Source: an optimization exercise on an open RTL-to-GDS flow (aim: small area and a short achievable clock period). Production flows keep margins and buffers that such runs may drop. Only simulation tests tie the RTL to the original design; equivalence was not proved. Power figures rest on the tool's default switching activity, not on a simulated workload.

==> inputs of pepper <==
## ccpd_top
module ccpd_top (
    input  logic                                       ADC_ENC,
    input  logic                                       i_rst_n,
    input  logic                                       i_gate_start,
    input  sampler_pkg::cnt_t                          i_gate_delay,
    input  sampler_pkg::cnt_t                          i_gate_width,
    input  sampler_pkg::cnt_t                          i_inj_delay,
    input  sampler_pkg::cnt_t                          i_inj_width,
    input  sampler_pkg::cnt_t                          i_rec_len,
    input  sampler_pkg::trig_src_t                     i_trig_src,
    input  sampler_pkg::sample_t                       i_threshold,
    input  logic [sampler_pkg::N_CH-1:0][sampler_pkg::SAMPLE_W-1:0] i_adc_sample,
    input  logic [sampler_pkg::N_CH-1:0]               i_ch_en,
    input  logic                                       i_out_ready,
    output logic                                       o_ccpd_gate,
    output logic                                       o_ccpd_injection,
    output logic                                       o_out_valid,
    output sampler_pkg::out_word_t                     o_out_data,
    output logic [sampler_pkg::N_CH-1:0]               o_lost
);
==> module adc_trigger, before the edit <==
module adc_trigger (
    input  logic                   ADC_ENC,
    input  logic                   i_rst_n,
    input  sampler_pkg::trig_src_t i_src,
    input  logic                   i_gate,
    input  logic                   i_gate_q,
    input  sampler_pkg::sample_t   i_sample,
    input  sampler_pkg::sample_t   i_threshold,
    output logic                   o_trig
);
    logic above;
    logic above_q;
    assign above = (i_sample > i_threshold);
    always_ff @(posedge ADC_ENC)
    begin
        above_q <= above;
    end
    always_ff @(posedge ADC_ENC)
    begin
        if (!i_rst_n)
            o_trig <= 1'b0;
        else if (i_src == sampler_pkg::TRIG_GATE)
            o_trig <= i_gate & ~i_gate_q;
        else
            o_trig <= above & ~above_q;
    end
endmodule
==> module adc_channel_rx, before the edit <==
module adc_channel_rx (
    input  logic                             ADC_ENC,
    input  logic                             i_rst_n,
    input  logic                             i_wr_req,
    input  logic [sampler_pkg::ENTRY_W-1:0]  i_word,
    input  logic                             i_ch_en,
    input  logic                             i_read,
    output logic                             o_req,
    output logic [sampler_pkg::ENTRY_W-1:0]  o_data,
    output logic                             o_lost
);
    logic [sampler_pkg::ENTRY_W-1:0]    mem [0:sampler_pkg::FIFO_DEPTH-1];
    sampler_pkg::occ_t                  occ;
    logic                               full;
    logic                               do_wr;
    logic                               ne_next;
    assign full  = sampler_pkg::occ_is(occ, sampler_pkg::FIFO_DEPTH);
    assign do_wr = i_wr_req & ~full;
    always_comb
    begin
        o_data = '0;
        for (int i = 0; i < sampler_pkg::FIFO_DEPTH; i++)
            o_data = o_data | (mem[i] & {sampler_pkg::ENTRY_W{sampler_pkg::occ_is(occ, i + 1)}});
    end
    assign ne_next = do_wr | ~(sampler_pkg::occ_is(occ, 0) | sampler_pkg::occ_is(occ, 1))
                   | (sampler_pkg::occ_is(occ, 1) & ~i_read);
    always_ff @(posedge ADC_ENC)
    begin
        if (do_wr)
        begin
            mem[0] <= i_word;
            for (int i = 1; i < sampler_pkg::FIFO_DEPTH; i++)
                mem[i] <= mem[i-1];
        end
    end
    always_ff @(posedge ADC_ENC)
    begin
        if (!i_rst_n)
        begin
            occ    <= '0;
            o_req  <= 1'b0;
            o_lost <= 1'b0;
        end
        else
        begin
            if (do_wr && !i_read)
                occ <= {occ[sampler_pkg::OCC_W-2:0], ~occ[sampler_pkg::OCC_W-1]};   
            else if (i_read && !do_wr)
                occ <= {~occ[0], occ[sampler_pkg::OCC_W-1:1]};                       
            o_req <= i_ch_en & ne_next;
            if (i_wr_req && full)
                o_lost <= 1'b1;      
        end
    end
endmodule
==> module rr_arbiter, before the edit <==
module rr_arbiter (
    input  logic                                                   ADC_ENC,
    input  logic                                                   i_rst_n,
    input  logic [sampler_pkg::N_CH-1:0]                           i_req,
    input  logic [sampler_pkg::N_CH-1:0][sampler_pkg::ENTRY_W-1:0] i_data,
    output logic [sampler_pkg::N_CH-1:0]                           o_read,
    output logic                                                   o_out_valid,
    output sampler_pkg::out_word_t                                 o_out_data,
    input  logic                                                   i_out_ready
);
    logic [sampler_pkg::CH_ID_W-1:0] last_q;
    logic [sampler_pkg::N_CH-1:0]    gnt_oh;
    logic [sampler_pkg::CH_ID_W-1:0] gnt;
    logic [sampler_pkg::ENTRY_W-1:0] sel_data;
    logic [sampler_pkg::ENTRY_W-1:0] data_q;
    logic                            found;
    logic                            can_load;
    assign found    = |i_req;
    assign can_load = ~o_out_valid | i_out_ready;    
    always_comb
    begin
        gnt_oh = '0;
        for (int c = 0; c < sampler_pkg::N_CH; c++)
        begin
            logic blocked;
            blocked = 1'b0;
            for (int d = 1; d < sampler_pkg::N_CH; d++)
                if (last_q == sampler_pkg::CH_ID_W'((c - d + sampler_pkg::N_CH) % sampler_pkg::N_CH))
                    for (int e = 1; e < d; e++)
                        blocked = blocked | i_req[(c - e + sampler_pkg::N_CH) % sampler_pkg::N_CH];
            if (last_q == sampler_pkg::CH_ID_W'(c))
                for (int e = 1; e < sampler_pkg::N_CH; e++)
                    blocked = blocked | i_req[(c - e + sampler_pkg::N_CH) % sampler_pkg::N_CH];
            gnt_oh[c] = i_req[c] & ~blocked;
        end
    end
    always_comb
    begin
        gnt      = '0;
        sel_data = '0;
        for (int c = 0; c < sampler_pkg::N_CH; c++)
        begin
            if (gnt_oh[c])
                gnt = gnt | sampler_pkg::CH_ID_W'(c);
            sel_data = sel_data | (i_data[c] & {sampler_pkg::ENTRY_W{gnt_oh[c]}});
        end
    end
    assign o_read = can_load ? gnt_oh : '0;
    always_ff @(posedge ADC_ENC)
    begin
        if (!i_rst_n)
        begin
            last_q      <= '0;
            o_out_valid <= 1'b0;
        end
        else if (can_load)
        begin
            o_out_valid <= found;
            if (found)
                last_q <= gnt;
        end
    end
    always_ff @(posedge ADC_ENC)
    begin
        if (can_load)
            data_q <= sel_data;
    end
    always_comb
    begin
        o_out_data         = '0;
        o_out_data.first   = data_q[sampler_pkg::SAMPLE_W];
        o_out_data.ch_id   = last_q;
        o_out_data.sample  = data_q[sampler_pkg::SAMPLE_W-1:0];
    end
endmodule
==> flow/config.mk <==
export PLATFORM = sky130hd
export DESIGN_NAME = ccpd_top
export DESIGN_NICKNAME = ccpd_top
export VERILOG_FILES = /design/flow/design.v
export SDC_FILE = /design/flow/constraint.sdc
export NUM_CORES = 4
export LEC_CHECK = 0
export CAP_MARGIN = 20
export CORE_MARGIN = 2
export CORE_UTILIZATION = 60
export SETUP_SLACK_MARGIN = 3.9
export SLEW_MARGIN = 20
==> flow/constraint.sdc <==
create_clock -name core_clock -period 6.0 [get_ports {ADC_ENC}]
set_input_delay 1.2000 -clock core_clock [delete_from_list [all_inputs] [get_ports {ADC_ENC}]]
set_output_delay 1.2000 -clock core_clock [all_outputs]
set_load 0.01 [all_outputs]
standard.sh (not shown) runs the stock make flow with config.mk's settings and CLKGATE_MAP_FILE= SYNTH_SCRIPT=/design/flow/synth_recipe.tcl, a recipe that flattens the netlist after the stock synthesis.
==> flow/flow/run.sh <==
#!/bin/bash
# Standard ORFS layout, with plain buffers on the ports and resizing not
# limited to the same cell footprint.
set -euo pipefail
bash standard.sh MATCH_CELL_FOOTPRINT=0 \
    "BUFFER_PORTS_ARGS=-buffer_cell sky130_fd_sc_hd__buf_2" \
    finish > standard_flow.log 2>&1
==> raven: changes against pepper <==
--- a/flow/design.v
+++ b/flow/design.v
@@ -15,10 +15,44 @@
     typedef logic [OCC_W-1:0]    occ_t;
     function automatic cnt_t cnt_dec(input cnt_t x);
-        cnt_t all_z;     
+        logic any_low;
         begin
-            all_z[0] = 1'b1;
-            for (int i = 1; i < CNT_W; i++)
-                all_z[i] = all_z[i-1] & ~x[i-1];
-            cnt_dec = x ^ all_z;
+            for (int i = 0; i < CNT_W; i++)
+            begin
+                any_low = 1'b0;
+                for (int k = 0; k < i; k++)
+                    any_low = any_low | x[k];
+                cnt_dec[i] = any_low ? x[i] : ~x[i];
+            end
+        end
+    endfunction
+    function automatic logic sample_gt(input sample_t a, input sample_t b);
+        logic [SAMPLE_W-1:0] gt;
+        logic [SAMPLE_W-1:0] lt;
+        int                  n;
+        begin
+            for (int i = 0; i < SAMPLE_W; i++)
+            begin
+                gt[i] = a[i] & ~b[i];
+                lt[i] = ~a[i] & b[i];
+            end
+            n = SAMPLE_W;
+            for (int step = 0; step < 4; step++)
+            begin
+                for (int i = 0; i < SAMPLE_W; i++)
+                begin
+                    if (2*i + 1 < n)
+                    begin
+                        gt[i] = gt[2*i+1] | (~lt[2*i+1] & gt[2*i]);
+                        lt[i] = lt[2*i+1] | (~gt[2*i+1] & lt[2*i]);
+                    end
+                    else if (2*i < n)
+                    begin
+                        gt[i] = gt[2*i];
+                        lt[i] = lt[2*i];
+                    end
+                end
+                n = (n + 1) / 2;
+            end
+            sample_gt = gt[0];
         end
     endfunction
@@ -109,5 +143,5 @@
     logic above;
     logic above_q;
-    assign above = (i_sample > i_threshold);
+    assign above = sampler_pkg::sample_gt(i_sample, i_threshold);
     always_ff @(posedge ADC_ENC)
     begin
@@ -137,18 +171,21 @@
 );
     logic [sampler_pkg::ENTRY_W-1:0]    mem [0:sampler_pkg::FIFO_DEPTH-1];
-    sampler_pkg::occ_t                  occ;
+    logic [sampler_pkg::FIFO_DEPTH:0]   occ;         
+    logic [sampler_pkg::FIFO_DEPTH:0]   occ_more;
+    logic [sampler_pkg::FIFO_DEPTH:0]   occ_less;
     logic                               full;
     logic                               do_wr;
     logic                               ne_next;
-    assign full  = sampler_pkg::occ_is(occ, sampler_pkg::FIFO_DEPTH);
-    assign do_wr = i_wr_req & ~full;
+    assign full     = occ[sampler_pkg::FIFO_DEPTH];
+    assign do_wr    = i_wr_req & ~full;
+    assign occ_more = {occ[sampler_pkg::FIFO_DEPTH-1:0], 1'b0};     
+    assign occ_less = {1'b0, occ[sampler_pkg::FIFO_DEPTH:1]};       
     always_comb
     begin
         o_data = '0;
         for (int i = 0; i < sampler_pkg::FIFO_DEPTH; i++)
-            o_data = o_data | (mem[i] & {sampler_pkg::ENTRY_W{sampler_pkg::occ_is(occ, i + 1)}});
+            o_data = o_data | (mem[i] & {sampler_pkg::ENTRY_W{occ[i + 1]}});
     end
-    assign ne_next = do_wr | ~(sampler_pkg::occ_is(occ, 0) | sampler_pkg::occ_is(occ, 1))
-                   | (sampler_pkg::occ_is(occ, 1) & ~i_read);
+    assign ne_next = do_wr | ~(occ[0] | (occ[1] & i_read));
     always_ff @(posedge ADC_ENC)
     begin
@@ -164,5 +201,5 @@
         if (!i_rst_n)
         begin
-            occ    <= '0;
+            occ    <= (sampler_pkg::FIFO_DEPTH+1)'(1);
             o_req  <= 1'b0;
             o_lost <= 1'b0;
@@ -170,8 +207,8 @@
         else
         begin
-            if (do_wr && !i_read)
-                occ <= {occ[sampler_pkg::OCC_W-2:0], ~occ[sampler_pkg::OCC_W-1]};   
-            else if (i_read && !do_wr)
-                occ <= {~occ[0], occ[sampler_pkg::OCC_W-1:1]};                       
+            if (i_read)
+                occ <= do_wr ? occ : occ_less;
+            else
+                occ <= do_wr ? occ_more : occ;
             o_req <= i_ch_en & ne_next;
             if (i_wr_req && full)
@@ -196,4 +233,6 @@
     logic [sampler_pkg::ENTRY_W-1:0] sel_data;
     logic [sampler_pkg::ENTRY_W-1:0] data_q;
+    logic [sampler_pkg::ENTRY_W-1:0] data_h;
+    logic [sampler_pkg::ENTRY_W-1:0] next_data;
     logic                            found;
     logic                            can_load;
@@ -245,6 +284,16 @@
     always_ff @(posedge ADC_ENC)
     begin
-        if (can_load)
-            data_q <= sel_data;
+        if (can_load && found)
+            data_h <= sel_data;
+    end
+    always_comb
+    begin
+        next_data = data_h & {sampler_pkg::ENTRY_W{~can_load}};
+        for (int c = 0; c < sampler_pkg::N_CH; c++)
+            next_data = next_data | (i_data[c] & {sampler_pkg::ENTRY_W{o_read[c]}});
+    end
+    always_ff @(posedge ADC_ENC)
+    begin
+        data_q <= next_data;
     end
     always_comb
==> flow/flow/run.sh (replaced) <==
#!/bin/bash
# Standard ORFS layout, with plain buffers on the ports, resizing not
# limited to the same cell footprint, and larger clock sink clusters
# without dummy loads.
set -euo pipefail
bash standard.sh MATCH_CELL_FOOTPRINT=0 \
    "BUFFER_PORTS_ARGS=-buffer_cell sky130_fd_sc_hd__buf_2" \
    "CTS_ARGS=-sink_clustering_enable -repair_clock_nets -dont_use_dummy_load -sink_clustering_size 25 -sink_clustering_max_diameter 80" \
    finish > standard_flow.log 2>&1
- ABC_AREA: unset -> 1
- CORE_UTILIZATION: 60 -> 70
- SETUP_SLACK_MARGIN: 3.9 -> 3.7
==> notes.md <==
| quantity | pepper | raven |
|---|---|---|
| Y dimension of the die | 264 um | 251 um |
| Slew at the pin with the worst max-slew slack | 806 ps | 1190 ps |
| Worst slack, placed | 2050 ps | 2690 ps |
| Routed wire length on met3 | 11,600 um | 10,200 um |
| Internal cell power | 13.3 mW | 10.3 mW |
| Timing-limited maximum frequency | 0.395 GHz | 0.426 GHz |
| Number of rows in the core area | 95 | 90 |
| Number of gates resized after CTS | 434 | 91 |
| Via count | 25,628 | 27,166 |
| Proportion of cell area spent on the clock network | 6.81% | 2.73% |
| Vias per cell | 6.82 | 6.29 |
| Number of sequential storage elements | 1,056 | 1,103 |
| Iteration-0 DRC count of the detailed router | 3,303 | 3,220 |
| Share of synthesized cell area in full adder, half adder and majority cells | 1.15% | 0% |
| Worst-case vdd ir drop | 314 uV | 301 uV |
| Status | timing/DRC/antenna clean | timing/DRC/antenna clean |

## afterwards: timing with drivers on the ports
The flow's constraints put no driver on any port. The routed layouts listed below were extracted and timed again, unchanged, in two steps.
Step 1 assumes that a clkbuf_16 drives the clock port and a buf_2 every other input.
Step 2 moves the port delays by t, midway between the first and last clock arrival at a register: inputs arrive t later, outputs are due t later. That takes back most of the time a late clock gives input paths.
a / b / c = ideal / step 1 / step 2; a / b = the first two.
run | shift t [ns] | slack for setup (ns) | hold slack, ns | clock arrival spread, ns | worst register clock-pin slew, ns
pepper | 0.725 | 3.468 / 3.400 / 3.176 | 0.431 / 0.431 / 0.431 | 0.036 / 0.036 | 0.07 / 0.07
raven | 0.690 | 3.652 / 3.583 / 3.117 | 0.434 / 0.434 / 0.434 | 0.047 / 0.048 | 0.10 / 0.10
After both steps setup and hold are still met in every run listed. For raven, which loses most, drivers alone change the setup slack by -0.069 ns; drivers and shift together by -0.535 ns.
